What follows belongs to an exercise in optimizing a design on an open flow for small area; a production flow would make more cautious choices. RTL that was checked went through simulation tests only; none was proved equivalent to the original. The RTL of runs 1 and 2 was laid out without a check of its function. Power and IR drop assume default switching activity.

$ cat flow/constraint.sdc
create_clock -name core_clock -period 7.0 [get_ports {Clk}]
set_input_delay 1.4000 -clock core_clock [delete_from_list [all_inputs] [get_ports {Clk}]]
set_output_delay 1.4000 -clock core_clock [all_outputs]
set_load 0.01 [all_outputs]
$ cat flow/config.mk
export PLATFORM = sky130hd
export DESIGN_NAME = collisionTop
export DESIGN_NICKNAME = collisionTop
export VERILOG_FILES = /design/flow/design.v
export SDC_FILE = /design/flow/constraint.sdc
export NUM_CORES = 4
export LEC_CHECK = 0
export CAP_MARGIN = 20
export CORE_MARGIN = 2
export CORE_UTILIZATION = 75
export CTS_BUF_LIST = sky130_fd_sc_hd__clkbuf_2
export GPL_TIMING_DRIVEN = 0
export SETUP_SLACK_MARGIN = 0.1
export SLEW_MARGIN = 20
$ cat flow/standard.sh
#!/bin/bash
# synth_recipe.tcl (not shown) runs the flow's synth.tcl, then flattens the netlist and writes it again
# the make line also repeats each setting of config.mk as NAME=value (left out here)
make -C /OpenROAD-flow-scripts/flow DESIGN_CONFIG=/design/flow/config.mk WORK_HOME=/design/flow/orfs CLKGATE_MAP_FILE= SYNTH_SCRIPT=/design/flow/synth_recipe.tcl "${@:-finish}"
$ cat flow/flow/run.sh
#!/bin/bash
# The standard layout (the standard.sh, unchanged synthesis), except
# that the port buffers are plain buf_1 cells rather than delay buffers.
set -euo pipefail
export BUFFER_PORTS_ARGS="-buffer_cell sky130_fd_sc_hd__buf_1"
bash standard.sh > standard.log 2>&1
$ cat flow/design.v
`timescale 1ns/1ps
`default_nettype none
package tankPkg;
	localparam int coordW    = 10;
	localparam int cmpW      = 11;     
	localparam int wallCount = 3;
	localparam int rectW     = 4 * coordW;     
	localparam int pointW    = 2 * coordW;     
	localparam logic [coordW-1:0] tankSize      = 10'd16;
	localparam logic [coordW-1:0] tankStep      = 10'd1;
	localparam logic [coordW-1:0] missileWidth  = 10'd8;
	localparam logic [coordW-1:0] missileHeight = 10'd16;
	localparam logic [coordW-1:0] missileStep   = 10'd2;
	localparam logic [coordW-1:0] baseX    = 10'd120;
	localparam logic [coordW-1:0] baseY    = 10'd240;
	localparam logic [coordW-1:0] baseSize = 10'd16;
	localparam logic [7:0] keyUp    = 8'h1d;
	localparam logic [7:0] keyDown  = 8'h1b;
	localparam logic [7:0] keyLeft  = 8'h1c;
	localparam logic [7:0] keyRight = 8'h23;
	localparam logic [1:0] dirUp    = 2'b00;
	localparam logic [1:0] dirLeft  = 2'b01;
	localparam logic [1:0] dirDown  = 2'b10;
	localparam logic [1:0] dirRight = 2'b11;
	localparam logic [1:0] hitNone  = 2'd0;
	localparam logic [1:0] hitWall  = 2'd1;
	localparam logic [1:0] hitEnemy = 2'd2;
	localparam logic [1:0] hitBase  = 2'd3;
	localparam logic [rectW-1:0] baseRect = {baseX, baseY, baseSize, baseSize};
endpackage
import tankPkg::*;
module tankRipple
#(
	parameter int W = 11
)
(
	input  logic [W-1:0] a,
	input  logic [W-1:0] b,
	input  logic         cin,
	output logic [W-1:0] sum
);
	logic [W:0] carry;
	assign carry[0] = cin;
	for (genvar i = 0; i < W; i++)
	begin : bitLoop
		assign sum[i]     = a[i] ^ b[i] ^ carry[i];
		assign carry[i+1] = (a[i] & b[i]) | (carry[i] & (a[i] ^ b[i]));
	end
endmodule
module tankRippleC
#(
	parameter int W = 5
)
(
	input  logic [W-1:0] a,
	input  logic [W-1:0] b,
	output logic [W-1:0] sum,
	output logic         cout
);
	logic [W:0] carry;
	assign carry[0] = 1'b0;
	for (genvar i = 0; i < W; i++)
	begin : bitLoop
		assign sum[i]     = a[i] ^ b[i] ^ carry[i];
		assign carry[i+1] = (a[i] & b[i]) | (carry[i] & (a[i] ^ b[i]));
	end
	assign cout = carry[W];
endmodule
module tankSplitDiff
(
	input  logic [coordW-1:0] lo,
	input  logic [coordW-1:0] v,
	input  logic [coordW-1:0] size,
	output logic [4:0]        dLow,
	output logic              dNeg,       
	output logic              dZero,      
	output logic [4:0]        eLow,
	output logic              eNeg,       
	output logic              eZero,      
	output logic              eMinus,     
	output logic              eBig        
);
	logic [5:0] dLowC;      
	logic [5:0] dHigh0;     
	logic [5:0] eLowC;      
	logic [6:0] eHigh0;     
	logic       dBorrow;
	logic       eCarry;
	tankRipple #(.W(6)) u_dLow
	(
		.a   ({1'b0, lo[4:0]}),
		.b   ({1'b1, ~v[4:0]}),
		.cin (1'b1),
		.sum (dLowC)
	);
	tankRipple #(.W(6)) u_dHigh
	(
		.a   ({1'b0, lo[9:5]}),
		.b   ({1'b1, ~v[9:5]}),
		.cin (1'b1),
		.sum (dHigh0)
	);
	tankRipple #(.W(6)) u_eLow
	(
		.a   ({1'b0, dLowC[4:0]}),
		.b   ({1'b0, size[4:0]}),
		.cin (1'b0),
		.sum (eLowC)
	);
	tankRipple #(.W(7)) u_eHigh
	(
		.a   ({dHigh0[5], dHigh0}),
		.b   ({2'b00, size[9:5]}),
		.cin (1'b0),
		.sum (eHigh0)
	);
	assign dLow    = dLowC[4:0];
	assign eLow    = eLowC[4:0];
	assign dBorrow = dLowC[5];
	assign eCarry  = eLowC[5];
	assign dNeg  = dHigh0[5] || (dBorrow && (dHigh0 == 6'd0));
	assign dZero = dBorrow ? (dHigh0 == 6'd1) : (dHigh0 == 6'd0);
	always_comb
	begin
		case ({eCarry, dBorrow})
			2'b01:     
			begin
				eNeg   = eHigh0[6] || (eHigh0 == 7'd0);
				eZero  = (eHigh0 == 7'd1);
				eMinus = (eHigh0 == 7'd0);
				eBig   = !eHigh0[6] && (eHigh0 != 7'd0) && (eHigh0 != 7'd1);
			end
			2'b10:     
			begin
				eNeg   = eHigh0[6] && (eHigh0 != 7'h7f);
				eZero  = (eHigh0 == 7'h7f);
				eMinus = (eHigh0 == 7'h7e);
				eBig   = !eHigh0[6];
			end
			default:
			begin
				eNeg   = eHigh0[6];
				eZero  = (eHigh0 == 7'd0);
				eMinus = (eHigh0 == 7'h7f);
				eBig   = !eHigh0[6] && (eHigh0 != 7'd0);
			end
		endcase
	end
endmodule
`default_nettype wire
`timescale 1ns/1ps
`default_nettype none
import tankPkg::*;
module tankSpan
(
	input  logic [coordW-1:0] t,
	input  logic [coordW-1:0] lo,
	input  logic [coordW-1:0] size,
	output logic              overlap,
	output logic              nearHi,
	output logic              nearLo
);
	logic [cmpW-1:0] gBiased;     
	logic [cmpW:0]   fBiased;     
	tankRippleC #(.W(coordW)) u_g
	(
		.a    (lo),
		.b    (~t),
		.sum  (gBiased[coordW-1:0]),
		.cout (gBiased[coordW])
	);
	tankRippleC #(.W(cmpW)) u_f
	(
		.a    (gBiased),
		.b    ({1'b0, size}),
		.sum  (fBiased[cmpW-1:0]),
		.cout (fBiased[cmpW])
	);
	assign overlap = (fBiased[cmpW] || fBiased[cmpW-1])
		&& (!gBiased[coordW] || (!(|gBiased[coordW-1:4]) && (gBiased[3:0] != 4'hf)));
	assign nearHi  = (fBiased == 12'd1022);
	assign nearLo  = (gBiased == 11'd1040);
endmodule
module tankSpanSq
(
	input  logic [coordW-1:0] t,
	input  logic [coordW-1:0] lo,
	output logic              overlap,
	output logic              nearHi,
	output logic              nearLo
);
	logic [cmpW-1:0] g;     
	logic            hiZero;
	logic            hiOnes;
	tankRipple #(.W(cmpW)) u_g
	(
		.a   ({1'b0, lo}),
		.b   ({1'b1, ~t}),
		.cin (1'b1),
		.sum (g)
	);
	assign hiZero = !(|g[cmpW-1:5]);
	assign hiOnes = &g[cmpW-1:5];
	assign overlap = (hiZero && !g[4]) || (hiOnes && g[4] && (|g[3:0]));
	assign nearHi  = hiOnes && (g[4:0] == 5'b01111);
	assign nearLo  = hiZero && (g[4:0] == 5'b10001);
endmodule
module tankMoveCheck
(
	input  logic [7:0]                 keycode,
	input  logic [pointW-1:0]          tankPos,      
	input  logic [pointW-1:0]          enemyPos,
	input  logic [wallCount*rectW-1:0] walls,        
	output logic                       blocked
);
	localparam int obstCount = wallCount + 1;     
	logic [wallCount*rectW-1:0] obstacles;
	logic [obstCount-1:0]       hitEach;
	logic goUp;
	logic goDown;
	logic goLeft;
	logic goRight;
	assign goUp    = (keycode == keyUp);
	assign goDown  = (keycode == keyDown);
	assign goLeft  = (keycode == keyLeft);
	assign goRight = (keycode == keyRight);
	assign obstacles[wallCount*rectW-1:0]       = walls;
	for (genvar i = 0; i < wallCount; i++)
	begin : obstLoop
		logic xOverlap, xNearHi, xNearLo;
		logic yOverlap, yNearHi, yNearLo;
		tankSpan u_x
		(
			.t       (tankPos[pointW-1:coordW]),
			.lo      (obstacles[i*rectW + 3*coordW +: coordW]),
			.size    (obstacles[i*rectW + coordW +: coordW]),
			.overlap (xOverlap),
			.nearHi  (xNearHi),
			.nearLo  (xNearLo)
		);
		tankSpan u_y
		(
			.t       (tankPos[coordW-1:0]),
			.lo      (obstacles[i*rectW + 2*coordW +: coordW]),
			.size    (obstacles[i*rectW +: coordW]),
			.overlap (yOverlap),
			.nearHi  (yNearHi),
			.nearLo  (yNearLo)
		);
		assign hitEach[i] = (goUp    && yNearHi && xOverlap)
			|| (goDown  && yNearLo && xOverlap)
			|| (goLeft  && xNearHi && yOverlap)
			|| (goRight && xNearLo && yOverlap);
	end
	if (1)
	begin : enemyCheck
		logic xOverlap, xNearHi, xNearLo;
		logic yOverlap, yNearHi, yNearLo;
		tankSpanSq u_x
		(
			.t       (tankPos[pointW-1:coordW]),
			.lo      (enemyPos[pointW-1:coordW]),
			.overlap (xOverlap),
			.nearHi  (xNearHi),
			.nearLo  (xNearLo)
		);
		tankSpanSq u_y
		(
			.t       (tankPos[coordW-1:0]),
			.lo      (enemyPos[coordW-1:0]),
			.overlap (yOverlap),
			.nearHi  (yNearHi),
			.nearLo  (yNearLo)
		);
		assign hitEach[wallCount] = (goUp    && yNearHi && xOverlap)
			|| (goDown  && yNearLo && xOverlap)
			|| (goLeft  && xNearHi && yOverlap)
			|| (goRight && xNearLo && yOverlap);
	end
	assign blocked = |hitEach;
endmodule
`default_nettype wire
`timescale 1ns/1ps
`default_nettype none
import tankPkg::*;
module missileSpan
#(
	parameter int len = 8
)
(
	input  logic [coordW-1:0] m,
	input  logic [coordW-1:0] lo,
	input  logic [coordW-1:0] size,
	output logic              closed,
	output logic              hitDec,
	output logic              hitInc
);
	localparam logic [cmpW-1:0] pClosed = 11'(1023 + len);
	localparam logic [cmpW-1:0] pInc    = 11'(1025 + len);
	localparam logic [cmpW:0]   qInc    = 12'(1024 + len);
	logic [cmpW-1:0] pBiased;     
	logic [cmpW:0]   qBiased;     
	tankRippleC #(.W(coordW)) u_p
	(
		.a    (lo),
		.b    (~m),
		.sum  (pBiased[coordW-1:0]),
		.cout (pBiased[coordW])
	);
	tankRippleC #(.W(cmpW)) u_q
	(
		.a    (pBiased),
		.b    ({1'b0, size}),
		.sum  (qBiased[cmpW-1:0]),
		.cout (qBiased[cmpW])
	);
	assign closed = (qBiased >= 12'd1023) && (pBiased <= pClosed);
	assign hitDec = (qBiased >= 12'd1021) && (pBiased <= 11'd1022);
	assign hitInc = (pBiased <= pInc) && (qBiased >= qInc);
endmodule
module missileSpanSq
#(
	parameter int len = 8
)
(
	input  logic [coordW-1:0] m,
	input  logic [coordW-1:0] lo,
	output logic              closed,
	output logic              hitDec,
	output logic              hitInc
);
	logic [cmpW-1:0]   p;     
	logic              pNear;     
	logic signed [5:0] v;         
	tankRipple #(.W(cmpW)) u_p
	(
		.a   ({1'b0, lo}),
		.b   ({1'b1, ~m}),
		.cin (1'b1),
		.sum (p)
	);
	assign pNear = !(|p[cmpW-1:5]) || (&p[cmpW-1:5]);
	assign v     = {p[cmpW-1], p[4:0]};
	assign closed = pNear && (v >= -6'sd16) && (v <= 6'(len));
	assign hitDec = pNear && (v >= -6'sd18) && (v <= -6'sd1);
	assign hitInc = pNear && (v >= 6'(len - 15)) && (v <= 6'(len + 2));
endmodule
module missileSpanFix
#(
	parameter int len  = 8,
	parameter int lo   = 0,
	parameter int size = 16
)
(
	input  logic [coordW-1:0] m,
	output logic              closed,
	output logic              hitDec,
	output logic              hitInc
);
	assign closed = (m >= 10'(lo - len)) && (m <= 10'(lo + size));
	assign hitDec = (m >= 10'(lo + 1)) && (m <= 10'(lo + size + 2));
	assign hitInc = (m >= 10'(lo - len - 2)) && (m <= 10'(lo + size - len - 1));
endmodule
module missileHitCheck
(
	input  logic [pointW-1:0]          missilePos,     
	input  logic [1:0]                 missileDir,
	input  logic [pointW-1:0]          enemyPos,
	input  logic [wallCount*rectW-1:0] walls,
	output logic [2:0]                 hits            
);
	localparam int enemyIdx    = wallCount;
	localparam int baseIdx     = wallCount + 1;
	localparam int targetCount = wallCount + 2;
	logic [targetCount*rectW-1:0] targets;
	logic [targetCount-1:0]       hitEach;
	logic xNotOne;     
	logic yNotOne;
	assign xNotOne = (missilePos[pointW-1:coordW] != 10'd1);
	assign yNotOne = (missilePos[coordW-1:0] != 10'd1);
	assign targets[wallCount*rectW-1:0]      = walls;
	assign targets[enemyIdx*rectW +: rectW]  = {enemyPos, tankSize, tankSize};
	assign targets[baseIdx*rectW +: rectW]   = baseRect;
	for (genvar i = 0; i < targetCount; i++)
	begin : targetLoop
		logic xClosed, xDec, xInc;
		logic yClosed, yDec, yInc;
		logic hit;
		if (i < wallCount)
		begin : wallSpan
			missileSpan #(.len(8)) u_x
			(
				.m      (missilePos[pointW-1:coordW]),
				.lo     (targets[i*rectW + 3*coordW +: coordW]),
				.size   (targets[i*rectW + coordW +: coordW]),
				.closed (xClosed),
				.hitDec (xDec),
				.hitInc (xInc)
			);
			missileSpan #(.len(16)) u_y
			(
				.m      (missilePos[coordW-1:0]),
				.lo     (targets[i*rectW + 2*coordW +: coordW]),
				.size   (targets[i*rectW +: coordW]),
				.closed (yClosed),
				.hitDec (yDec),
				.hitInc (yInc)
			);
		end
		else if (i == enemyIdx)
		begin : enemySpan
			missileSpanSq #(.len(8)) u_x
			(
				.m      (missilePos[pointW-1:coordW]),
				.lo     (enemyPos[pointW-1:coordW]),
				.closed (xClosed),
				.hitDec (xDec),
				.hitInc (xInc)
			);
			missileSpanSq #(.len(16)) u_y
			(
				.m      (missilePos[coordW-1:0]),
				.lo     (enemyPos[coordW-1:0]),
				.closed (yClosed),
				.hitDec (yDec),
				.hitInc (yInc)
			);
		end
		else
		begin : baseSpan
			missileSpanFix #(.len(8), .lo(baseX), .size(baseSize)) u_x
			(
				.m      (missilePos[pointW-1:coordW]),
				.closed (xClosed),
				.hitDec (xDec),
				.hitInc (xInc)
			);
			missileSpanFix #(.len(16), .lo(baseY), .size(baseSize)) u_y
			(
				.m      (missilePos[coordW-1:0]),
				.closed (yClosed),
				.hitDec (yDec),
				.hitInc (yInc)
			);
		end
		always_comb
		begin
			case (missileDir)
				dirUp:    hit = yDec && yNotOne && xClosed;
				dirDown:  hit = yInc && xClosed;
				dirLeft:  hit = xDec && xNotOne && yClosed;
				default:  hit = xInc && yClosed;
			endcase
		end
		assign hitEach[i] = hit;
	end
	assign hits[2] = |hitEach[wallCount-1:0];
	assign hits[1] = hitEach[enemyIdx];
	assign hits[0] = hitEach[baseIdx];
endmodule
`default_nettype wire
`timescale 1ns/1ps
`default_nettype none
import tankPkg::*;
module hitArbiter
(
	input  logic       Clk,
	input  logic       rstN,
	input  logic       blocked,
	input  logic [2:0] hits,       
	output logic [2:0] status      
);
	logic [1:0] nextKind;
	always_comb
	begin
		if (hits[0])
		begin
			nextKind = hitBase;
		end
		else if (hits[1])
		begin
			nextKind = hitEnemy;
		end
		else if (hits[2])
		begin
			nextKind = hitWall;
		end
		else
		begin
			nextKind = hitNone;
		end
	end
	always_ff @(posedge Clk)
	begin
		if (!rstN)
		begin
			status <= {1'b0, hitNone};
		end
		else
		begin
			status <= {blocked, nextKind};
		end
	end
endmodule
`default_nettype wire
`timescale 1ns/1ps
`default_nettype none
import tankPkg::*;
module collisionTop
(
	input  logic                       Clk,
	input  logic                       rstN,
	input  logic [7:0]                 keycode,
	input  logic [pointW-1:0]          tankPos,        
	input  logic [pointW-1:0]          enemyPos,       
	input  logic [wallCount*rectW-1:0] walls,          
	input  logic [pointW-1:0]          missilePos,     
	input  logic [1:0]                 missileDir,
	output logic [2:0]                 status          
);
	logic       blocked;     
	logic [2:0] hits;        
	tankMoveCheck u_moveCheck
	(
		.keycode  (keycode),
		.tankPos  (tankPos),
		.enemyPos (enemyPos),
		.walls    (walls),
		.blocked  (blocked)
	);
	missileHitCheck u_hitCheck
	(
		.missilePos (missilePos),
		.missileDir (missileDir),
		.enemyPos   (enemyPos),
		.walls      (walls),
		.hits       (hits)
	);
	hitArbiter u_arbiter
	(
		.Clk     (Clk),
		.rstN    (rstN),
		.blocked (blocked),
		.hits    (hits),
		.status  (status)
	);
endmodule
`default_nettype wire
==> out/metrics.cfg, run 1 <==
[grt]
antenna_found_initial=2
grt-ovfl-total=0
grt_usage_pct=51.97
grt_pass1_wl_um=44790
use_met1_pct=59.49
grt_pass1_vias=9093
grt_max_degree=11
grt.met2_usage_pct=82.86
grtUsageMet3_pct=16.21
busiest_layer=met2

[setup_path]
slowest_stage=fa_1
crit_chain=clkbuf_2 -> inv_4 -> ha_2 -> fa_2 -> fa_1 -> fa_1 -> fa_1 -> fa_1 -> fa_1 -> fa_1 -> fa_1 -> fa_1 -> inv_1 -> fa_1 -> nor2_1 -> nand3_1 -> nor4_4 -> o22ai_1 -> o21ai_2 -> o41a_1
worst-setup-path-type=input port to flip-flop
required_ps=7200
critPathLaunchType=input port
path_common_cell=fa_1
cp_data_arrival_time_ps=7480
crit_path_max_fanout=3
cp-end-kind=flip-flop
cp_slowest_stage_delay_ps=530

[cts]
clockRootBuffer=clkbuf_2
cts_buffers=3
htreeDepth=1
cts.path.max_buffers=2
cts_tree=built
clk_pin_slew_ps=60
clock-sinks=3

[logic_synthesis]
synth_area_um2=8184
synth_top_family_by_area=adder cells
yosysMostFrequentCell=fa_1
yosys.area.top_type=fa_1
ys_ff_latch=3
ys_async_sr_fraction_pct=0
synth_fa_ha_area_share_pct=67.76
yosysSeqAreaShare_pct=0.7338
synth_edf_count=0
ys_warn_count=2
synthMuxAreaShare_pct=0
synth_commonest_cells=fa_1, inv_1, ha_1, nand4_1
synth_area_leaders=fa_1, ha_1, inv_1
yosys.area.top_type_share_pct=61.64
synthXorXnorAreaFrac_pct=0
syn-num-nets=1231
avgSynthCellArea_um2=10.96
synthSimpleGateAreaFrac_pct=16.30
synthCells=747
synth_cell_types=60
ys_dominant_reg_cell=dfxtp_1
synth_compound_area_share_pct=9.112

[place]
dpl_cell_area_um2=9120
detailed_place_hpwl_um=23070
gp_congestion=1.002
io_buffer_count=193

[die]
coreArea_um2=10750
dieArea_um2=11760
ioPinCount=195
fp.dieH_um=108.5
initial_core_util_pct=76.16
fp-row-count=38
die_width_um=108.5

[outcome]
so_faults=setup timing
status=complete, but fails checks

[timing]
setup_violations=2
maxSlewViolCount=0
setup_slack_ps=-281.7
worst_pin_slew_ps=1281
hold_viol=0
fmaxAchievable_mhz=137.3
period_needed_ps=7282
rsz0062_at_grt=yes
slew_headroom_pct=13.83
min_period_over_period_pct=104.0
timing.hold.ws_ps=1413

[min_path]
hold_path.class=input port to flip-flop
holdPathStages=2
min_from=rstN
holdPathEnd=u_arbiter.status[2]

[detailed_routing]
routedWlPerCell_um=28.91
vias=8488
ant_nets=0
drt_first_pass_iters=9
initialDrtViolationCount=1421
viasPerCell=7.695
post-route-drc-count=0
totalWireLength_um=31880

[cells_and_area]
largest_reg_flops=3
regMostFlops=u_arbiter.status
fillers=471
reg_top3=u_arbiter.status: 3 flops
multi_input_area_um2=8001
area_growth_pct=17.98
nets=1446
post_route_cells_drive_above_1_share_pct=14.15
fin_area_um2=9656
ff_latch_area_um2=60.06

[run]
max-cap-violations=0

[pwr]
irDropWorstVdd_mv=0.09996
power_density_nw_per_um2=148.8
p_leak_nw=3.629

## how the worst max path moves through the flow
| stage | slack [ps] | endpoint | cells after the start | from |
|---|---|---|---|---|
| floorplan | 110 | u_arbiter.status[0] | 20 | missilePos[10] |
| global placement | -620 | u_arbiter.status[0] | 21 | missilePos[10] |
| detailed placement | -810 | u_arbiter.status[0] | 19 | missilePos[0] |
| CTS | -30 | u_arbiter.status[0] | 21 | missilePos[10] |
| global route | -510 | u_arbiter.status[0] | 21 | missilePos[0] |
| finish | -280 | u_arbiter.status[2] | 20 | tankPos[10] |
## stage by stage
| stage | std cells | total power [mW] | setup TNS, ps | setup WS, ps | utilization (%) |
|---|---|---|---|---|---|
| 5_1_grt | 1102 | 1.550 | -942.9 | -509.3 | 89.83 |
| 3_5_place_dp | 1080 | 1.143 | -1157 | -810.5 | 84.87 |
| 2_1_floorplan | 747 | 0.7920 | 0 | 109.0 | - |
| 3_3_place_gp | 1080 | 1.049 | -722.6 | -624.8 | 84.87 |
| 4_1_cts | 1098 | 1.240 | -26.02 | -26.02 | 88.19 |
| 6_report | 1103 | 1.437 | -543.4 | -281.7 | 89.86 |
## layout by cell type, fill, tap and decap left out, types with 18 or more instances in the layout
cell type | synthesis | final
fa_1 | 252 | 188
buf_1 | 0 | 186
inv_1 | 130 | 121
fa_2 | 0 | 64
ha_1 | 40 | 34
nand4_1 | 29 | 29
nand2_1 | 26 | 26
nor2_1 | 24 | 24
nor3_1 | 21 | 21
nor4_1 | 26 | 19
buf_4 | 0 | 18
## critical path: cells and delay by family
kind / cells / cell delay [ps]
AO/OA/AOI/OAI: 3 / 540
adder cells (fa/ha/maj): 11 / 4480
buffers and inverters: 3 / 400
AND/OR/NAND/NOR: 3 / 660
## cells by family (layout without fill, tap and decap cells)
kind of cell / after synthesis / after routing
other: 0 / 2
buffers and inverters: 133 / 347
DFF: 3 / 3
adders and majority gates: 292 / 292
AOI/OAI and AO/OA: 100 / 100
and+or+nand+nor: 219 / 219
## final cells by class
cell class	count	share of cell area (%)
Antenna cell	2	0.05183
Buffer	1	0.03888
Clock buffer	4	0.2073
Inverter	132	5.235
Multi-Input combinational cell	611	82.87
Sequential cell	3	0.6220
Tap cell	140	1.814
Timing Repair Buffer	210	9.162
## where the power goes
group,leakage (nW),internal [mW],switching [mW]
registers,0.0244,0.0180,0.000463
clock network,0.0166,0.0151,0.0148
logic,3.59,0.590,0.798
## metal layers
layer / vias up / part of all wire, %
met1: 3993 / 28
met3: 381 / 15
met2: 1053 / 45
met5: - / 0
met4: 0 / 11
li1: 3061 / -
## what timing repair did
item	in CTS	in global routing
buffers inserted	14	3
resized for setup	72	45
hold buffers	0	0
pin swaps	36	27
endpoints found under the setup margin	2	2
==> inputs of run 2 (changes only) <==
--- a/flow/design.v
+++ b/flow/design.v
@@ -378,6 +378,13 @@
 	logic yNotOne;
 	assign xNotOne = (missilePos[pointW-1:coordW] != 10'd1);
 	assign yNotOne = (missilePos[coordW-1:0] != 10'd1);
+	logic goUp, goDown, goLeft, goRight, goVert, goHorz;
+	assign goUp    = (missileDir == dirUp) && yNotOne;
+	assign goDown  = (missileDir == dirDown);
+	assign goLeft  = (missileDir == dirLeft) && xNotOne;
+	assign goRight = (missileDir == dirRight);
+	assign goVert  = (missileDir == dirUp) || (missileDir == dirDown);
+	assign goHorz  = (missileDir == dirLeft) || (missileDir == dirRight);
 	assign targets[wallCount*rectW-1:0]      = walls;
 	assign targets[enemyIdx*rectW +: rectW]  = {enemyPos, tankSize, tankSize};
 	assign targets[baseIdx*rectW +: rectW]   = baseRect;
@@ -443,15 +450,10 @@
 				.hitInc (yInc)
 			);
 		end
-		always_comb
-		begin
-			case (missileDir)
-				dirUp:    hit = yDec && yNotOne && xClosed;
-				dirDown:  hit = yInc && xClosed;
-				dirLeft:  hit = xDec && xNotOne && yClosed;
-				default:  hit = xInc && yClosed;
-			endcase
-		end
+		logic xPass, yPass;
+		assign xPass = (goVert && xClosed) || (goLeft && xDec) || (goRight && xInc);
+		assign yPass = (goHorz && yClosed) || (goUp && yDec) || (goDown && yInc);
+		assign hit   = xPass && yPass;
 		assign hitEach[i] = hit;
 	end
 	assign hits[2] = |hitEach[wallCount-1:0];
--- a/flow/config.mk
+++ b/flow/config.mk
@@ -7,8 +7,7 @@
 export LEC_CHECK = 0
 export CAP_MARGIN = 20
 export CORE_MARGIN = 2
-export CORE_UTILIZATION = 75
+export CORE_UTILIZATION = 60
 export CTS_BUF_LIST = sky130_fd_sc_hd__clkbuf_2
 export GPL_TIMING_DRIVEN = 0
-export SETUP_SLACK_MARGIN = 0.1
 export SLEW_MARGIN = 20
==> run 2 against run 1 <==
Against the previous run: still fails the layout checks on setup timing; routed wire length decreased by 21%; synthesized cell count fell by 0.67%; largest cell class unchanged; core utilization down 17 points; sequential share of layout area about the same; global-route usage shrank 16 points; sequential power about the same; non-clock buffer count is 1 higher; setup slack better by 250 ps; maximum frequency grew 3.6%; first-iteration DRC count shrank 64%.
==> out/metrics.cfg, run 2 <==
[outcome]
status=complete, but fails checks
so_faults=setup timing

[logic_synthesis]
ys_dominant_reg_cell=dfxtp_1
synth_edf_count=0
synthCells=742
ys_warn_count=1
syn-num-nets=1226
avgSynthCellArea_um2=11.06
synth_cell_types=68
synthXorXnorAreaFrac_pct=0
synth_fa_ha_area_share_pct=67.84
yosys.area.top_type=fa_1
yosysMostFrequentCell=fa_1
synth_area_um2=8205
synth_area_leaders=fa_1, inv_1, ha_1
ys_async_sr_fraction_pct=0
synth_top_family_by_area=adder cells
synthMuxAreaShare_pct=0.2440
synth_commonest_cells=fa_1, inv_1, ha_1, nand4_1, nor4_1
yosys.area.top_type_share_pct=61.48
yosysSeqAreaShare_pct=0.7319
ys_ff_latch=3
synth_compound_area_share_pct=9.073
synthSimpleGateAreaFrac_pct=15.29

[die]
fp-row-count=42
dieArea_um2=14630
die_width_um=120.9
coreArea_um2=13300
ioPinCount=195
initial_core_util_pct=61.72
fp.dieH_um=120.9

[grt]
grt_pass1_vias=7751
grt-ovfl-total=0
grtUsageMet3_pct=3.853
grt_usage_pct=35.76
grt_max_degree=11
grt_pass1_wl_um=39220
busiest_layer=met2
use_met1_pct=44.77
antenna_found_initial=1
grt.met2_usage_pct=63.17

[detailed_routing]
ant_nets=0
drt_first_pass_iters=7
viasPerCell=6.230
initialDrtViolationCount=514
routedWlPerCell_um=22.09
post-route-drc-count=0
totalWireLength_um=25030
vias=7059

[min_path]
min_from=rstN
hold_path.class=input port to flip-flop

[timing]
worst_pin_slew_ps=999.4
fmaxAchievable_mhz=142.3
maxSlewViolCount=0
slew_headroom_pct=31.65
rsz0062_at_grt=yes
setup_violations=1
setup_slack_ps=-29.88
period_needed_ps=7030
hold_viol=0
min_period_over_period_pct=100.4
timing.hold.ws_ps=1428

[place]
detailed_place_hpwl_um=22470
gp_congestion=0.9798
io_buffer_count=193

[setup_path]
critPathLaunchType=input port
cp-startpoint=missilePos[10]
crit_path_max_fanout=5
critPathCapture=u_arbiter.status[0]
cp-end-kind=flip-flop
cp_slowest_stage_delay_ps=540
required_ps=7170
path_common_cell=fa_2
worst-setup-path-type=input port to flip-flop
slowest_stage=fa_2
crit_chain=buf_4 -> inv_2 -> ha_2 -> fa_2 -> fa_2 -> fa_1 -> fa_1 -> fa_2 -> fa_2 -> fa_2 -> fa_2 -> fa_2 -> fa_2 -> nand4_1 -> o31ai_2 -> a21oi_2 -> o41ai_2 -> o311ai_1 -> a32oi_1 -> o21a_1
cp_data_arrival_time_ps=7200

[cts]
ctsHoldBuffers=0
htreeDepth=1
cts_buffers=3
clockRootBuffer=clkbuf_2
cts_tree=built
clock-sinks=3
cts.path.max_buffers=2
clk_pin_slew_ps=50

[pwr]
power_density_nw_per_um2=132.7
p_leak_nw=3.751
totalPowerFinal_mw=1.279
irDropWorstVdd_mv=0.08681

[cells_and_area]
regMostFlops=u_arbiter.status
largest_reg_flops=3
layout_common_cells=buf_1, fa_1, inv_1
reg_top3=u_arbiter.status: 3 flops
final_common_cell=buf_1
fillers=1010
post_route_cells_drive_above_1_share_pct=15.79
nets=1441
area_growth_pct=17.47

[run]
max-cap-violations=0

==> run 2: power by group <==
group / internal [mW] / switching, mW
clock network: 0.0151 / 0.0119
registers: 0.0180 / 0.000223
logic: 0.552 / 0.682
==> run 2: cell type report <==
class	count	area [µm²]	share of cell area [%]
Timing Repair Buffer	210	863.3	8.956
Inverter	145	544.3	5.646
Buffer	2	15.01	0.1558
Clock buffer	4	20.02	0.2077
Sequential cell	3	60.06	0.6231
Multi-Input combinational cell	592	7914	82.10
Antenna cell	1	2.502	0.02596
Tap cell	176	220.2	2.285
==> run 2: worst min path at each step <==
stage                           to  cells past startpoint
2_1_floorplan  u_arbiter.status[2]                      2
3_3_place_gp   u_arbiter.status[2]                      3
3_5_place_dp   u_arbiter.status[2]                      3
4_1_cts        u_arbiter.status[2]                      3
5_1_grt        u_arbiter.status[2]                      3
6_report       u_arbiter.status[1]                      2
==> run 2: metal layers <==
metal,vias up,wire [µm]
met2,407,12600
met5,-,0
met1,3562,9264
li1,3003,-
met3,87,1859
met4,0,1309
==> run 2: metrics by stage <==
step	cell area (µm²)	setup slack [ps]	TNS [ps]	instances	utilization, %
finish	9639	-29.88	-29.88	1133	72.50
global route	9639	-168.2	-168.2	1133	72.50
CTS	9478	-21.30	-21.30	1130	71.29
detailed placement	9170	-822.0	-1345	1111	68.97
global placement	9170	-742.1	-1176	1111	68.97
floorplan	8225	3.607	0	742	-
==> run 2: kinds of logic (layout without fill, tap and decap cells) <==
| kind of cell | count (synthesis) | after routing |
|---|---|---|
| other | 0 | 1 |
| AND/OR/NAND/NOR | 197 | 197 |
| AO/OA/AOI/OAI | 99 | 99 |
| adder cells (fa/ha/maj) | 294 | 294 |
| multiplexers | 2 | 2 |
| buffers and inverters | 147 | 361 |
| flip-flops | 3 | 3 |
==> run 2: worst max-delay path, delay by kind of cell <==
kind	cells	cell delay (ps)
fa+ha+maj	11	4150
compound gates	6	1300
simple gates	1	130
buf+inv	2	230
==> run 2: timing repair <==
action / 4_1_cts / 5_1_grt
pin swaps: 34 / 30
endpoints found under the setup margin: 2 / 2
resized for setup: 70 / 39
setup buffers: 15 / 2
==> inputs of run 3 (changes only) <==
--- a/flow/design.v
+++ b/flow/design.v
@@ -285,7 +285,8 @@
 import tankPkg::*;
 module missileSpan
 #(
-	parameter int len = 8
+	parameter int len = 8,
+	parameter int L   = 8      
 )
 (
 	input  logic [coordW-1:0] m,
@@ -295,28 +296,90 @@
 	output logic              hitDec,
 	output logic              hitInc
 );
-	localparam logic [cmpW-1:0] pClosed = 11'(1023 + len);
-	localparam logic [cmpW-1:0] pInc    = 11'(1025 + len);
-	localparam logic [cmpW:0]   qInc    = 12'(1024 + len);
-	logic [cmpW-1:0] pBiased;     
-	logic [cmpW:0]   qBiased;     
-	tankRippleC #(.W(coordW)) u_p
+	localparam int H = coordW - L;
+	logic [L-1:0] pLow, qLow;
+	logic         pCarry, qCarry;
+	logic [H:0]   pHigh;
+	logic [H+1:0] qHigh;
+	tankRippleC #(.W(L)) u_pLow
+	(
+		.a    (lo[L-1:0]),
+		.b    (~m[L-1:0]),
+		.sum  (pLow),
+		.cout (pCarry)
+	);
+	tankRippleC #(.W(H)) u_pHigh
+	(
+		.a    (lo[coordW-1:L]),
+		.b    (~m[coordW-1:L]),
+		.sum  (pHigh[H-1:0]),
+		.cout (pHigh[H])
+	);
+	tankRippleC #(.W(L)) u_qLow
 	(
-		.a    (lo),
-		.b    (~m),
-		.sum  (pBiased[coordW-1:0]),
-		.cout (pBiased[coordW])
+		.a    (pLow),
+		.b    (size[L-1:0]),
+		.sum  (qLow),
+		.cout (qCarry)
 	);
-	tankRippleC #(.W(cmpW)) u_q
+	tankRippleC #(.W(H + 1)) u_qHigh
 	(
-		.a    (pBiased),
-		.b    ({1'b0, size}),
-		.sum  (qBiased[cmpW-1:0]),
-		.cout (qBiased[cmpW])
+		.a    (pHigh),
+		.b    ({1'b0, size[coordW-1:L]}),
+		.sum  (qHigh[H:0]),
+		.cout (qHigh[H+1])
 	);
-	assign closed = (qBiased >= 12'd1023) && (pBiased <= pClosed);
-	assign hitDec = (qBiased >= 12'd1021) && (pBiased <= 11'd1022);
-	assign hitInc = (pBiased <= pInc) && (qBiased >= qInc);
+	localparam int kpClosed = 1023 + len;     
+	localparam int kpDec    = 1022;           
+	localparam int kpInc    = 1025 + len;     
+	localparam int kqClosed = 1023;           
+	localparam int kqDec    = 1021;           
+	localparam int kqInc    = 1024 + len;     
+	logic [2:0] pLe;     
+	logic [2:0] qGe;
+	for (genvar n = 0; n < 3; n++)
+	begin : testLoop
+		localparam int kp  = (n == 0) ? kpClosed : (n == 1) ? kpDec : kpInc;
+		localparam int kq  = (n == 0) ? kqClosed : (n == 1) ? kqDec : kqInc;
+		localparam int kpH = kp >> L;
+		localparam int kpL = kp % (1 << L);
+		localparam int kqH = kq >> L;
+		localparam int kqL = kq % (1 << L);
+		logic [(1 << (H + 1)) - 1:0] pHighLt [2];     
+		logic [(1 << (H + 1)) - 1:0] pHighEq [2];     
+		logic [(1 << (H + 2)) - 1:0] qHighGt [3];     
+		logic [(1 << (H + 2)) - 1:0] qHighEq [3];     
+		logic [(1 << L) - 1:0]       pLowLe;          
+		logic [(1 << L) - 1:0]       qLowGe;          
+		logic [1:0]                  qAdd;
+		for (genvar v = 0; v < (1 << (H + 1)); v++)
+		begin : pHighLoop
+			for (genvar c = 0; c < 2; c++)
+			begin : carryLoop
+				assign pHighLt[c][v] = (v + c < kpH);
+				assign pHighEq[c][v] = (v + c == kpH);
+			end
+		end
+		for (genvar v = 0; v < (1 << (H + 2)); v++)
+		begin : qHighLoop
+			for (genvar c = 0; c < 3; c++)
+			begin : carryLoop
+				assign qHighGt[c][v] = (v + c > kqH);
+				assign qHighEq[c][v] = (v + c == kqH);
+			end
+		end
+		for (genvar v = 0; v < (1 << L); v++)
+		begin : lowLoop
+			assign pLowLe[v] = (v <= kpL);
+			assign qLowGe[v] = (v >= kqL);
+		end
+		assign qAdd = {1'b0, pCarry} + {1'b0, qCarry};
+		assign pLe[n] = pHighLt[pCarry][pHigh] || (pHighEq[pCarry][pHigh] && pLowLe[pLow]);
+		assign qGe[n] = qHighGt[qAdd][qHigh] || (qHighEq[qAdd][qHigh] && qLowGe[qLow]);
+	end
+	assign closed = pLe[0] && qGe[0];
+	assign hitDec = pLe[1] && qGe[1];
+	assign hitInc = pLe[2] && qGe[2];
 endmodule
 module missileSpanSq
 #(
@@ -378,13 +441,6 @@
 	logic yNotOne;
 	assign xNotOne = (missilePos[pointW-1:coordW] != 10'd1);
 	assign yNotOne = (missilePos[coordW-1:0] != 10'd1);
-	logic goUp, goDown, goLeft, goRight, goVert, goHorz;
-	assign goUp    = (missileDir == dirUp) && yNotOne;
-	assign goDown  = (missileDir == dirDown);
-	assign goLeft  = (missileDir == dirLeft) && xNotOne;
-	assign goRight = (missileDir == dirRight);
-	assign goVert  = (missileDir == dirUp) || (missileDir == dirDown);
-	assign goHorz  = (missileDir == dirLeft) || (missileDir == dirRight);
 	assign targets[wallCount*rectW-1:0]      = walls;
 	assign targets[enemyIdx*rectW +: rectW]  = {enemyPos, tankSize, tankSize};
 	assign targets[baseIdx*rectW +: rectW]   = baseRect;
@@ -450,10 +506,15 @@
 				.hitInc (yInc)
 			);
 		end
-		logic xPass, yPass;
-		assign xPass = (goVert && xClosed) || (goLeft && xDec) || (goRight && xInc);
-		assign yPass = (goHorz && yClosed) || (goUp && yDec) || (goDown && yInc);
-		assign hit   = xPass && yPass;
+		always_comb
+		begin
+			case (missileDir)
+				dirUp:    hit = yDec && yNotOne && xClosed;
+				dirDown:  hit = yInc && xClosed;
+				dirLeft:  hit = xDec && xNotOne && yClosed;
+				default:  hit = xInc && yClosed;
+			endcase
+		end
 		assign hitEach[i] = hit;
 	end
 	assign hits[2] = |hitEach[wallCount-1:0];
--- a/flow/config.mk
+++ b/flow/config.mk
@@ -9,5 +9,6 @@
 export CORE_MARGIN = 2
 export CORE_UTILIZATION = 60
 export CTS_BUF_LIST = sky130_fd_sc_hd__clkbuf_2
-export GPL_TIMING_DRIVEN = 0
+export GPL_TIMING_DRIVEN = 1
+export SETUP_SLACK_MARGIN = 0.1
 export SLEW_MARGIN = 20
==> run 3 against run 2 <==
Against the previous run: the run now finishes clean; clock power increased by 2%; critical path type unchanged; global-route usage up 0.081 points; core utilization rose by 2.8 points; sequential power increased by 8%; cell area increased by 14%; power rose by 15%; die area rose by 8.6%; combinational power increased by 15%; clock-buffer cell count is the same; highest routed layer unchanged; sequential cell count did not move.
==> out/metrics.cfg, run 3 <==
[die]
die_width_um=126.0
coreArea_um2=14530
dieArea_um2=15880
ioPinCount=195
initial_core_util_pct=61.46
fp.dieH_um=126.0
fp-row-count=44

[cells_and_area]
layout_common_cells=buf_1, fa_1, inv_1
fillers=1099
final_common_cell=buf_1
regMostFlops=u_arbiter.status
multi_input_area_um2=8548
num_antenna_cells=0
reg_top3=u_arbiter.status: 3 flops
largest_reg_flops=3
ff_latch_area_um2=60.06
area_growth_pct=22.55
post_route_cells_drive_above_1_share_pct=16.50
nets=1679

[setup_path]
cp_slowest_stage_delay_ps=420
crit_chain=buf_2 -> inv_2 -> buf_4 -> ha_1 -> fa_1 -> fa_2 -> fa_1 -> fa_1 -> fa_1 -> fa_1 -> fa_1 -> fa_1 -> inv_1 -> fa_1 -> inv_2 -> fa_1 -> nand4b_1 -> nor4_2 -> a41oi_2 -> o22ai_1 -> o41a_1
slowest_stage=fa_1
crit_path_max_fanout=3
crit_family=adder cells
crit_buf_inv=5
cp-startpoint=tankPos[10]
cp_data_arrival_time_ps=6880
critPathLaunchType=input port
required_ps=7120
cp-end-kind=flip-flop
worst-setup-path-type=input port to flip-flop
path_common_cell=fa_1

[grt]
grt-ovfl-total=0
grt_pass1_vias=8573
grt_usage_pct=35.84
grt_max_degree=13
antenna_found_initial=0
grt_pass1_wl_um=43760

[cts]
ctsHoldBuffers=0
cts.path.max_buffers=2
clk_pin_slew_ps=50
clockRootBuffer=clkbuf_2
htreeDepth=1
cts_buffers=3
cts_tree=built
clock-sinks=3

[place]
io_buffer_count=194
pre_cts_slack_ps=-308.7
detailed_place_hpwl_um=25050
gp_congestion=0.9770

[timing]
worst_pin_slew_ps=1197
rsz0062_at_grt=yes
fmaxAchievable_mhz=147.8
setup_slack_ps=234.8
slew_headroom_pct=19.58
period_needed_ps=6765
setup_violations=0
hold_viol=0
maxSlewViolCount=0
setup_tns_ps=0
min_period_over_period_pct=96.65

[min_path]
hold_path.class=input port to flip-flop
min_from=rstN

[detailed_routing]
initialDrtViolationCount=707
routedWlPerCell_um=20.57
post-route-drc-count=0
totalWireLength_um=27850
vias=8199
ant_nets=0
drt_first_pass_iters=5
viasPerCell=6.055

[logic_synthesis]
yosysMostFrequentCell=fa_1
synthSimpleGateAreaFrac_pct=14.26
synth_top_family_by_area=adder cells
yosys.area.top_type=fa_1
syn-num-nets=1382
ys_warn_count=28
ys_ff_latch=3
synthMuxAreaShare_pct=1.639
synth_fa_ha_area_share_pct=64.43
synthXorXnorAreaFrac_pct=0
ys_async_sr_fraction_pct=0
avgSynthCellArea_um2=10.22
synth_commonest_cells=fa_1, inv_1, ha_1, nor2_1, o21ai_0
synthCells=874
synth_area_um2=8932
ys_dominant_reg_cell=dfxtp_1
yosysSeqAreaShare_pct=0.6724
synth_compound_area_share_pct=12.14
synth_area_leaders=fa_1, ha_1, inv_1
synth_edf_count=0
yosys.area.top_type_share_pct=53.79
synth_cell_types=65

[run]
max-cap-violations=0

[pwr]
p_leak_nw=4.579
power_density_nw_per_um2=134.4
irDropWorstVdd_mv=0.07795

[outcome]
status=finished clean

==> run 3: what timing repair did <==
item	4_1_cts	5_1_grt
resized for setup	27	62
setup buffers	5	1
endpoints found under the setup margin	2	2
pin swaps	15	23
==> run 3: area by class of cell <==
cell class	instances	share of cell area [%]
Multi-Input combinational cell	709	78.09
Timing Repair Buffer	296	13.66
Inverter	158	5.418
Tap cell	184	2.103
Sequential cell	3	0.5486
Clock buffer	4	0.1829
==> run 3: path summary, 6_finish.rpt <==
kind                   to  slack [ps]  cells after the start
max   u_arbiter.status[2]         230                     21
min   u_arbiter.status[2]        1510                      2
==> run 3: logic make-up (layout without fill, tap and decap cells) <==
group / count (synthesis) / in the layout
simple gates: 222 / 222
fa+ha+maj: 316 / 316
compound gates: 157 / 157
mux: 14 / 14
flops: 3 / 3
buf+inv: 162 / 458
==> run 3: where the power goes <==
group | total (mW) | switching (mW) | internal [mW] | leakage (nW)
sequential | 0.0197 | 0.00125 | 0.0185 | 0.0245
combinational | 1.42 | 0.761 | 0.662 | 4.54
clock | 0.0275 | 0.0124 | 0.0151 | 0.0166
total | 1.47 | 0.775 | 0.696 | 4.58
==> run 3: metal layers <==
metal | vias to the layer above | GRT usage, % | wire length, µm
met3 | 75 | 6.754 | 2722
met2 | 433 | 57.75 | 13020
met4 | 0 | 9.244 | 789
li1 | 3659 | - | -
met1 | 4032 | 50.87 | 11320
met5 | - | 0 | 0
==> run 3: metrics by stage <==
| step | hold slack, ps | std cells | total power, mW | cell area (µm²) | utilization [%] |
|---|---|---|---|---|---|
| 2_1_floorplan | 1532 | 874 | 0.8651 | 8932 | - |
| 3_3_place_gp | 1730 | 1344 | 1.322 | 10590 | 72.88 |
| 3_5_place_dp | 1724 | 1344 | 1.353 | 10600 | 72.93 |
| 4_1_cts | 1487 | 1353 | 1.410 | 10740 | 73.87 |
| 5_1_grt | 1491 | 1354 | 1.647 | 10950 | 75.32 |
| 6_report | 1506 | 1354 | 1.471 | 10950 | 75.32 |
==> inputs of run 4 (changes only) <==
--- a/flow/config.mk
+++ b/flow/config.mk
@@ -9,6 +9,6 @@
 export CORE_MARGIN = 2
 export CORE_UTILIZATION = 60
 export CTS_BUF_LIST = sky130_fd_sc_hd__clkbuf_2
-export GPL_TIMING_DRIVEN = 1
-export SETUP_SLACK_MARGIN = 0.1
+export GPL_TIMING_DRIVEN = 0
+export SETUP_SLACK_MARGIN = 0.15
 export SLEW_MARGIN = 20
==> run 4 against run 3 <==
Against the previous run: global-route usage is 1.6 points lower; highest routed layer unchanged; non-clock buffer count is 79 lower; critical endpoint is now u_arbiter.status[0]; synthesized cell count stayed put; hold slack better by 84 ps.
==> out/metrics.cfg, run 4 <==
[outcome]
status=finished clean

[logic_synthesis]
synthCells=874
synth_cell_types=65
yosys.area.top_type=fa_1
synth_area_um2=8932
ys_dominant_reg_cell=dfxtp_1
ys_async_sr_fraction_pct=0
synth_edf_count=0
yosysSeqAreaShare_pct=0.6724
yosys.area.top_type_share_pct=53.79
ys_ff_latch=3
avgSynthCellArea_um2=10.22
yosysMostFrequentCell=fa_1
synth_commonest_cells=fa_1, inv_1, ha_1, nor2_1, o21ai_0
syn-num-nets=1382
synth_area_leaders=fa_1, ha_1, inv_1
ys_warn_count=28

[cells_and_area]
regMostFlops=u_arbiter.status
utilization_pct=73.34
layout_common_cells=buf_1, fa_1, inv_1
area_growth_pct=19.33
num_antenna_cells=0
largest_reg_flops=3
stdcell_count=1275
nets=1600
fin_area_um2=10660
final_common_cell=buf_1
reg_top3=u_arbiter.status: 3 flops
post_route_cells_drive_above_1_share_pct=15.77

[min_path]
hold_path.class=input port to flip-flop
holdPathStages=2

[timing]
maxSlewViolCount=0
hold_viol=0
setup_slack_ps=224.0
slew_headroom_pct=28.49
min_period_over_period_pct=96.80
fmaxAchievable_mhz=147.6
setup_violations=0
period_needed_ps=6776
rsz0062_at_grt=no
worst_pin_slew_ps=1064

[place]
io_buffer_count=194
gp_congestion=0.9870
placedCellCount=1252
detailed_place_hpwl_um=23660
dpl_cell_area_um2=9897
pre_cts_slack_ps=-846.2

[detailed_routing]
vias=7802
post-route-drc-count=0
initialDrtViolationCount=684
routedWlPerCell_um=21.10
viasPerCell=6.119
totalWireLength_um=26900
ant_nets=0
drt_first_pass_iters=5

[grt]
grt_pass1_vias=8090
grt-ovfl-total=0
grt_pass1_wl_um=42080
grt_usage_pct=34.25
grt_max_degree=11
antenna_found_initial=0

[setup_path]
critPathCapture=u_arbiter.status[0]
crit_path_max_fanout=5
required_ps=7080
path_common_cell=fa_1
cp_slowest_stage_delay_ps=820
cp-startpoint=missilePos[0]
slowest_stage=a2111oi_0
critPathLaunchType=input port
crit_chain=buf_2 -> inv_4 -> ha_1 -> fa_1 -> fa_2 -> fa_2 -> fa_1 -> fa_1 -> fa_2 -> fa_1 -> inv_1 -> ha_1 -> nor2_1 -> a2111oi_0 -> o21ai_2 -> a2111oi_4 -> nor4_2 -> o32ai_2
cp-end-kind=flip-flop
cp_data_arrival_time_ps=6860
worst-setup-path-type=input port to flip-flop

[die]
ioPinCount=195
coreArea_um2=14530
die_width_um=126.0
fp.dieH_um=126.0
fp-row-count=44
dieArea_um2=15880
initial_core_util_pct=61.46

[run]
max-cap-violations=0

[pwr]
irDropWorstVdd_mv=0.07424
p_leak_nw=4.219
power_density_nw_per_um2=131.8

[cts]
clock-sinks=3
cts_buffers=3
htreeDepth=1
clk_pin_slew_ps=40
clockRootBuffer=clkbuf_2
cts.path.max_buffers=2
cts_tree=built
ctsHoldBuffers=0

-- run 4: changes by cell type in the layout (fill, tap and decap cells not counted), sizes merged --
| cell | change |
|---|---|
| clkinvlp | +1 |
| buf | -83 |
| inv | -1 |
| clkbuf | +4 |
-- run 4: stage by stage --
stage | TNS, ps | hold WS (ps) | power [mW]
after floorplan | 0 | 1532 | 0.8651
after detailed placement | -1270 | 1760 | 1.223
after CTS | 0 | 1557 | 1.309
final | 0 | 1589 | 1.404
after global routing | 0 | 1572 | 1.578
after global placement | -1207 | 1754 | 1.199
-- run 4: cell families after synthesis --
| family | count (synthesis) | share of synthesized area (%) |
|---|---|---|
| compound gates | 157 | 12.14 |
| mux | 14 | 1.639 |
| simple gates | 222 | 14.26 |
| flops | 3 | 0.6724 |
| buf+inv | 162 | 6.850 |
| fa+ha+maj | 316 | 64.43 |
-- run 4: cell type report --
class / instances / area [µm²]
tap: 184 / 230.2
timing repair buffer: 213 / 925.9
fill: 1146 / 3875
sequential: 3 / 60.06
multi-input combinational: 709 / 8792
buffer: 4 / 18.77
clock buffer: 4 / 20.02
inverter: 158 / 611.8
-- run 4: worst max-delay path: cells and delay by family --
kind            cells  cell delay, ps
simple gates        2             140
compound gates      4            1790
buf+inv             3             400
fa+ha+maj           9            3110
-- run 4: routing by layer --
| metal | GRT usage (%) | vias up | part of all wire (%) |
|---|---|---|---|
| met5 | 0 | - | 0 |
| met4 | 5.430 | 0 | 1.7 |
| met2 | 57.31 | 396 | 48 |
| met3 | 3.696 | 38 | 9.5 |
| li1 | - | 3499 | - |
| met1 | 50.04 | 3869 | 41 |
-- run 4: worst min-delay path by stage --
stage	from	to	slack, ps
finish	rstN	u_arbiter.status[2]	1590
global route	rstN	u_arbiter.status[2]	1570
CTS	rstN	u_arbiter.status[2]	1560
detailed placement	rstN	u_arbiter.status[1]	1760
global placement	rstN	u_arbiter.status[1]	1750
floorplan	rstN	u_arbiter.status[1]	1530
-- run 4: report_power, final --
| part | switching (mW) | internal, mW | leakage (nW) | total, mW |
|---|---|---|---|---|
| logic | 0.757 | 0.605 | 4.18 | 1.36 |
| registers | 0.000246 | 0.0185 | 0.0245 | 0.0187 |
| clock network | 0.00848 | 0.0151 | 0.0166 | 0.0236 |
| total | 0.766 | 0.639 | 4.22 | 1.40 |
-- run 4: repair_timing --
action,in CTS,in global routing
resized for setup,79,90
hold endpoints to repair,0,0
endpoints found under the setup margin,2,2
gates cloned,0,0
buffers inserted,6,13
pin swaps,31,56
==> inputs of run 5 (changes only) <==
--- a/flow/config.mk
+++ b/flow/config.mk
@@ -10,5 +10,5 @@
 export CORE_UTILIZATION = 60
 export CTS_BUF_LIST = sky130_fd_sc_hd__clkbuf_2
 export GPL_TIMING_DRIVEN = 0
-export SETUP_SLACK_MARGIN = 0.15
+export SETUP_SLACK_MARGIN = 0.05
 export SLEW_MARGIN = 20
==> run 5 against run 4 <==
Against the previous run: sequential cell count unchanged; setup slack got worse by 140 ps; via count fell by 0.60%; largest cell class unchanged; still clean; synthesized area unchanged; cell count is 1.3% lower; critical path depth did not move; power is 4.7% lower.
==> out/metrics.cfg, run 5 <==
[outcome]
status=finished clean

[detailed_routing]
totalWireLength_um=26450
drt_first_pass_iters=5
viasPerCell=6.160
ant_nets=0
post-route-drc-count=0
initialDrtViolationCount=596
vias=7755
routedWlPerCell_um=21.01

[timing]
rsz0062_at_grt=no
fmaxAchievable_mhz=144.7
period_needed_ps=6911
slew_headroom_pct=12.78
maxSlewViolCount=0
min_period_over_period_pct=98.73
worst_pin_slew_ps=1298
hold_viol=0
setup_violations=0

[logic_synthesis]
yosysSeqAreaShare_pct=0.6724
synth_area_um2=8932
synthCells=874
ys_async_sr_fraction_pct=0
synth_edf_count=0
ys_dominant_reg_cell=dfxtp_1
synth_cell_types=65
ys_warn_count=28
yosys.area.top_type=fa_1
ys_ff_latch=3
yosysMostFrequentCell=fa_1
yosys.area.top_type_share_pct=53.79
synth_commonest_cells=fa_1, inv_1, ha_1, nor2_1, o21ai_0
avgSynthCellArea_um2=10.22
syn-num-nets=1382
synth_area_leaders=fa_1, ha_1, inv_1

[grt]
grt_pass1_wl_um=41970
busiest_layer=met2
grt_pass1_vias=8041
antenna_found_initial=0
grt_max_degree=11
grtUsageMet3_pct=3.483
grt_usage_pct=34.19
grt-ovfl-total=0
grt.met2_usage_pct=57.46
use_met1_pct=50.22

[cells_and_area]
layout_common_cells=fa_1, buf_1, inv_1
post_route_cells_drive_above_1_share_pct=9.395
num_antenna_cells=0
fillers=1222
utilization_pct=70.77
largest_reg_flops=3
area_growth_pct=15.16
nets=1584
regMostFlops=u_arbiter.status
stdcell_count=1259
final_common_cell=fa_1
reg_top3=u_arbiter.status: 3 flops

[setup_path]
crit_family=adder cells
critPathLaunchType=input port
crit_chain=buf_2 -> inv_2 -> ha_1 -> fa_2 -> fa_2 -> fa_2 -> fa_2 -> fa_2 -> fa_2 -> fa_2 -> fa_1 -> fa_2 -> fa_1 -> or4bb_1 -> nor4_2 -> a31oi_2 -> o22ai_2 -> o41a_1
worst-setup-path-type=input port to flip-flop
path_depth=18
cp-end-kind=flip-flop
crit_path_max_fanout=3
crit_buf_inv=2
slowest_stage=or4bb_1
path_common_cell=fa_2
cp_data_arrival_time_ps=7030
required_ps=7120
cp_slowest_stage_delay_ps=530

[min_path]
hold_path.class=input port to flip-flop
holdPathStages=2

[place]
placedCellCount=1252
gp_congestion=0.9870
io_buffer_count=194
detailed_place_hpwl_um=23660

[die]
die_width_um=126.0
coreArea_um2=14530
dieArea_um2=15880
initial_core_util_pct=61.46
fp-row-count=44
fp.dieH_um=126.0
ioPinCount=195

[cts]
clk_pin_slew_ps=40
clock-sinks=3
ctsHoldBuffers=0
htreeDepth=1
cts.path.max_buffers=2
clockRootBuffer=clkbuf_2
cts_tree=built
cts_buffers=3

[pwr]
power_density_nw_per_um2=130.2
irDropWorstVdd_mv=0.07391
p_leak_nw=4.152

[run]
max-cap-violations=0

## run 5: cell counts after synthesis
Identical to the previous run, type by type.
## run 5: kinds of logic after synthesis
logic type,count (synthesis),share of synthesized area (%)
compound gates,157,12.14
flops,3,0.6724
buf+inv,162,6.850
mux,14,1.639
simple gates,222,14.26
fa+ha+maj,316,64.43
## run 5: where the power goes
part           total [mW]  internal (mW)  switching [mW]
Combinational        1.30          0.563           0.733
Sequential         0.0187         0.0185        0.000246
Clock              0.0238         0.0151         0.00869
## run 5: layout make-up
type | count | area (µm²) | area share (%)
buffer | 4 | 18.77 | 0.1825
clock buffer | 4 | 20.02 | 0.1946
inverter | 158 | 593.1 | 5.766
multi-input combinational | 709 | 8608 | 83.69
sequential | 3 | 60.06 | 0.5839
tap | 184 | 230.2 | 2.238
timing repair buffer | 197 | 755.7 | 7.347
## run 5: through the flow
| stage | instance area [µm²] | hold WS [ps] | worst slack, ps | power [mW] | setup TNS (ps) |
|---|---|---|---|---|---|
| 2_1_floorplan | 8932 | 1532 | 342.9 | 0.8651 | 0 |
| 3_3_place_gp | 9891 | 1754 | -816.3 | 1.199 | -1207 |
| 3_5_place_dp | 9897 | 1760 | -846.2 | 1.223 | -1270 |
| 4_1_cts | 10070 | 1557 | 54.77 | 1.281 | 0 |
| 5_1_grt | 10290 | 1572 | 16.85 | 1.511 | 0 |
| 6_report | 10290 | 1590 | 88.99 | 1.339 | 0 |
## run 5: worst paths after layout
check	slack (ps)	end	start
setup / recovery	90	u_arbiter.status[2]	tankPos[10]
hold / removal	1590	u_arbiter.status[2]	rstN
## run 5: metal layers
metal	vias to the layer above	routed length, µm
li1	3469	-
met1	3893	11040
met2	364	12870
met3	29	2239
met4	0	303
met5	-	0
## run 5: what timing repair did
item                                    CTS  global route
endpoints found under the setup margin    2             2
gates resized for setup                  46            51
pin swaps                                14            25
buffers inserted                          1             2
==> inputs of run 6 (changes only) <==
--- a/flow/config.mk
+++ b/flow/config.mk
@@ -7,7 +7,7 @@
 export LEC_CHECK = 0
 export CAP_MARGIN = 20
 export CORE_MARGIN = 2
-export CORE_UTILIZATION = 60
+export CORE_UTILIZATION = 55
 export CTS_BUF_LIST = sky130_fd_sc_hd__clkbuf_2
 export GPL_TIMING_DRIVEN = 0
 export SETUP_SLACK_MARGIN = 0.05
==> run 6 against run 5 <==
Against the previous run: cell area increased by 0.37%; hold slack got worse by 34 ps; largest power group unchanged; combinational power about the same; global-route usage decreased by 1.3 points; largest cell class unchanged; core utilization decreased by 5.8 points; sequential power about the same.
==> out/metrics.cfg, run 6 <==
[outcome]
status=finished clean

[place]
io_buffer_count=194
dpl_cell_area_um2=9937
pre_cts_slack_ps=-859.3
gp_congestion=0.9391
placedCellCount=1284
detailed_place_hpwl_um=24490

[grt]
grt_pass1_wl_um=43520
grt-ovfl-total=0
busiest_layer=met2
grtUsageMet3_pct=4.745
grt_max_degree=11
grt.met2_usage_pct=53.96
grt_pass1_vias=8159
antenna_found_initial=0
grt_usage_pct=32.86
use_met1_pct=46.52

[pwr]
combPwrFrac_pct=96.6
switchingPower_uw=744.9
p_leak_nw=4.182
irDropWorstVdd_mv=0.07165
p_sw_share_pct=55.45
pwr-share-clk_pct=2.0
power_density_nw_per_um2=130.1
seqPwrFrac_pct=1.4
internal_power_uw=598.4

[die]
fp.dieH_um=131.4
coreArea_um2=15890
initial_core_util_pct=56.23
fp-row-count=46
die_width_um=131.4
ioPinCount=195
dieArea_um2=17280

[timing]
period_needed_ps=6912
fmaxAchievable_mhz=144.7
setup_tns_ps=0
setup_slack_ps=88.42
maxSlewViolCount=0
rsz0062_at_grt=yes
slew_headroom_pct=23.30
worst_pin_slew_ps=1142
hold_viol=0
setup_violations=0
min_period_over_period_pct=98.74

[setup_path]
required_ps=7140
worst-setup-path-type=input port to flip-flop
cp_slowest_stage_delay_ps=560
path_common_cell=fa_2
critPathCapture=u_arbiter.status[2]
cp-startpoint=tankPos[10]
critPathLaunchType=input port
cp_data_arrival_time_ps=7050
slowest_stage=or4bb_4
cp-end-kind=flip-flop
crit_chain=buf_2 -> inv_2 -> ha_1 -> fa_2 -> fa_2 -> fa_2 -> fa_2 -> fa_2 -> fa_2 -> fa_1 -> fa_1 -> fa_1 -> fa_2 -> or4bb_4 -> nor4_4 -> a41oi_2 -> o22ai_2 -> o41a_1
crit_path_max_fanout=3

[logic_synthesis]
yosys.area.top_type_share_pct=53.79
synth_top_family_by_area=adder cells
ys_dominant_reg_cell=dfxtp_1
synthCells=874
synthXorXnorAreaFrac_pct=0
avgSynthCellArea_um2=10.22
ys_warn_count=28
synth_commonest_cells=fa_1, inv_1, ha_1, nor2_1, o21ai_0
syn-num-nets=1382
synth_cell_types=65
synth_area_leaders=fa_1, ha_1, inv_1
ys_async_sr_fraction_pct=0
synthMuxAreaShare_pct=1.639
synthSimpleGateAreaFrac_pct=14.26
ys_ff_latch=3
synth_compound_area_share_pct=12.14
yosys.area.top_type=fa_1
yosysMostFrequentCell=fa_1
synth_area_um2=8932
synth_fa_ha_area_share_pct=64.43
yosysSeqAreaShare_pct=0.6724
synth_edf_count=0

[detailed_routing]
viasPerCell=5.947
drt_first_pass_iters=5
routedWlPerCell_um=21.18
totalWireLength_um=27430
initialDrtViolationCount=621
ant_nets=0
vias=7702
post-route-drc-count=0

[cts]
ctsHoldBuffers=0
clk_pin_slew_ps=40
cts_tree=built
cts_buffers=3
cts.path.max_buffers=2
clock-sinks=3
clockRootBuffer=clkbuf_2
htreeDepth=1

[cells_and_area]
post_route_cells_drive_above_1_share_pct=9.639
nets=1588
utilization_pct=64.99
fin_area_um2=10320
area_growth_pct=15.58
stdcell_count=1295
reg_top3=u_arbiter.status: 3 flops
largest_reg_flops=3
regMostFlops=u_arbiter.status
num_antenna_cells=0
final_common_cell=fa_1
layout_common_cells=fa_1, buf_1, inv_1

[run]
max-cap-violations=0

[min_path]
hold_path.class=input port to flip-flop

run 6: cell counts after synthesis:
No cell type changed its count.
run 6: worst max-delay path: cells and delay by family:
family | cells | cell delay, ps
buf+inv | 2 | 200
compound gates | 3 | 550
simple gates | 2 | 810
fa+ha+maj | 11 | 4100
run 6: logic make-up (layout without fill, tap and decap cells):
family / count (synthesis) / after routing
fa+ha+maj: 316 / 316
mux: 14 / 14
flops: 3 / 3
buf+inv: 162 / 367
compound gates: 157 / 157
simple gates: 222 / 222
run 6: worst min path at each step:
stage,startpoint,to,slack (ps),depth (start not counted)
2_1_floorplan,rstN,u_arbiter.status[1],1530,2
3_3_place_gp,rstN,u_arbiter.status[1],1760,3
3_5_place_dp,rstN,u_arbiter.status[2],1760,2
4_1_cts,rstN,u_arbiter.status[2],1530,2
5_1_grt,rstN,u_arbiter.status[2],1540,2
6_report,rstN,u_arbiter.status[2],1560,2
run 6: area by class of cell:
type                            instances  area, µm²
Tap cell                              216      270.3
Clock buffer                            4      20.02
Multi-Input combinational cell        709       8576
Buffer                                  4      18.77
Fill cell                            1400       5562
Inverter                              158      593.1
Timing Repair Buffer                  201      785.8
Sequential cell                         3      60.06
run 6: power by group through the flow:
stage | Combinational, mW | Sequential [mW] | Clock [mW]
2_1_floorplan | 0.845 | 0.0198 | 0
3_3_place_gp | 1.19 | 0.0190 | 0
3_5_place_dp | 1.21 | 0.0191 | 0
4_1_cts | 1.25 | 0.0187 | 0.0274
5_1_grt | 1.48 | 0.0187 | 0.0290
6_report | 1.30 | 0.0187 | 0.0269
run 6: routing by layer:
layer  wire length (µm)  share of wire, %  up-vias
met5                  0                 0        -
met4                652               2.4        0
met3               2339               8.5       42
met2              12980                47      368
met1              11450                42     3821
li1                   -                 -     3471
run 6: timing repair:
item,in CTS,in global routing
pin swaps,15,21
hold endpoints to repair,0,0
endpoints found under the setup margin,2,2
gates resized for setup,37,57
setup buffers,4,3
run 6: per-stage QoR:
| stage | hold WS, ps | power [mW] |
|---|---|---|
| after floorplan | 1532 | 0.8651 |
| after global placement | 1759 | 1.211 |
| after detailed placement | 1758 | 1.233 |
| after CTS | 1531 | 1.292 |
| after global routing | 1538 | 1.526 |
| final | 1556 | 1.343 |

==> what the ideal ports hide <==
How much do the figures lean on ideal ports? The routed layouts below were timed once more, with nothing changed but the port constraints.
Step 1 sets driving cells, clkbuf_16 on the clock port and buf_2 on the other inputs (assumed; they add their load-dependent delay and slew).
Step 2 moves the port delays by t, midway between the first and last clock arrival at a register: inputs arrive t later, outputs are due t later. That takes back most of the time a late clock gives input paths.
Three values: ideal, step 1, step 2; two values: the first two.
run | t (ns) | setup slack, ns | hold WS [ns] | worst setup path after step 2
run 1 | 0.277 | -0.282 / -0.282 / -0.559 | 1.413 / 1.445 / 1.722 | input to register
run 2 | 0.252 | -0.030 / -0.026 / -0.278 | 1.428 / 1.445 / 1.697 | input to register
run 3 | 0.257 | 0.235 / 0.237 / -0.020 | 1.506 / 1.506 / 1.763 | input to register
run 4 | 0.210 | 0.224 / 0.197 / -0.013 | 1.589 / 1.594 / 1.797 | input to register
run 5 | 0.210 | 0.089 / 0.083 / -0.128 | 1.590 / 1.595 / 1.800 | input to register
run 6 | 0.238 | 0.088 / 0.079 / -0.159 | 1.556 / 1.558 / 1.796 | input to register
With both steps, setup timing fails in run 3, run 4, run 5 and run 6, where it was met with ideal ports. The setup slack of run 1, which loses most, moves by 0.000 ns with the drivers and by -0.277 ns with both steps.
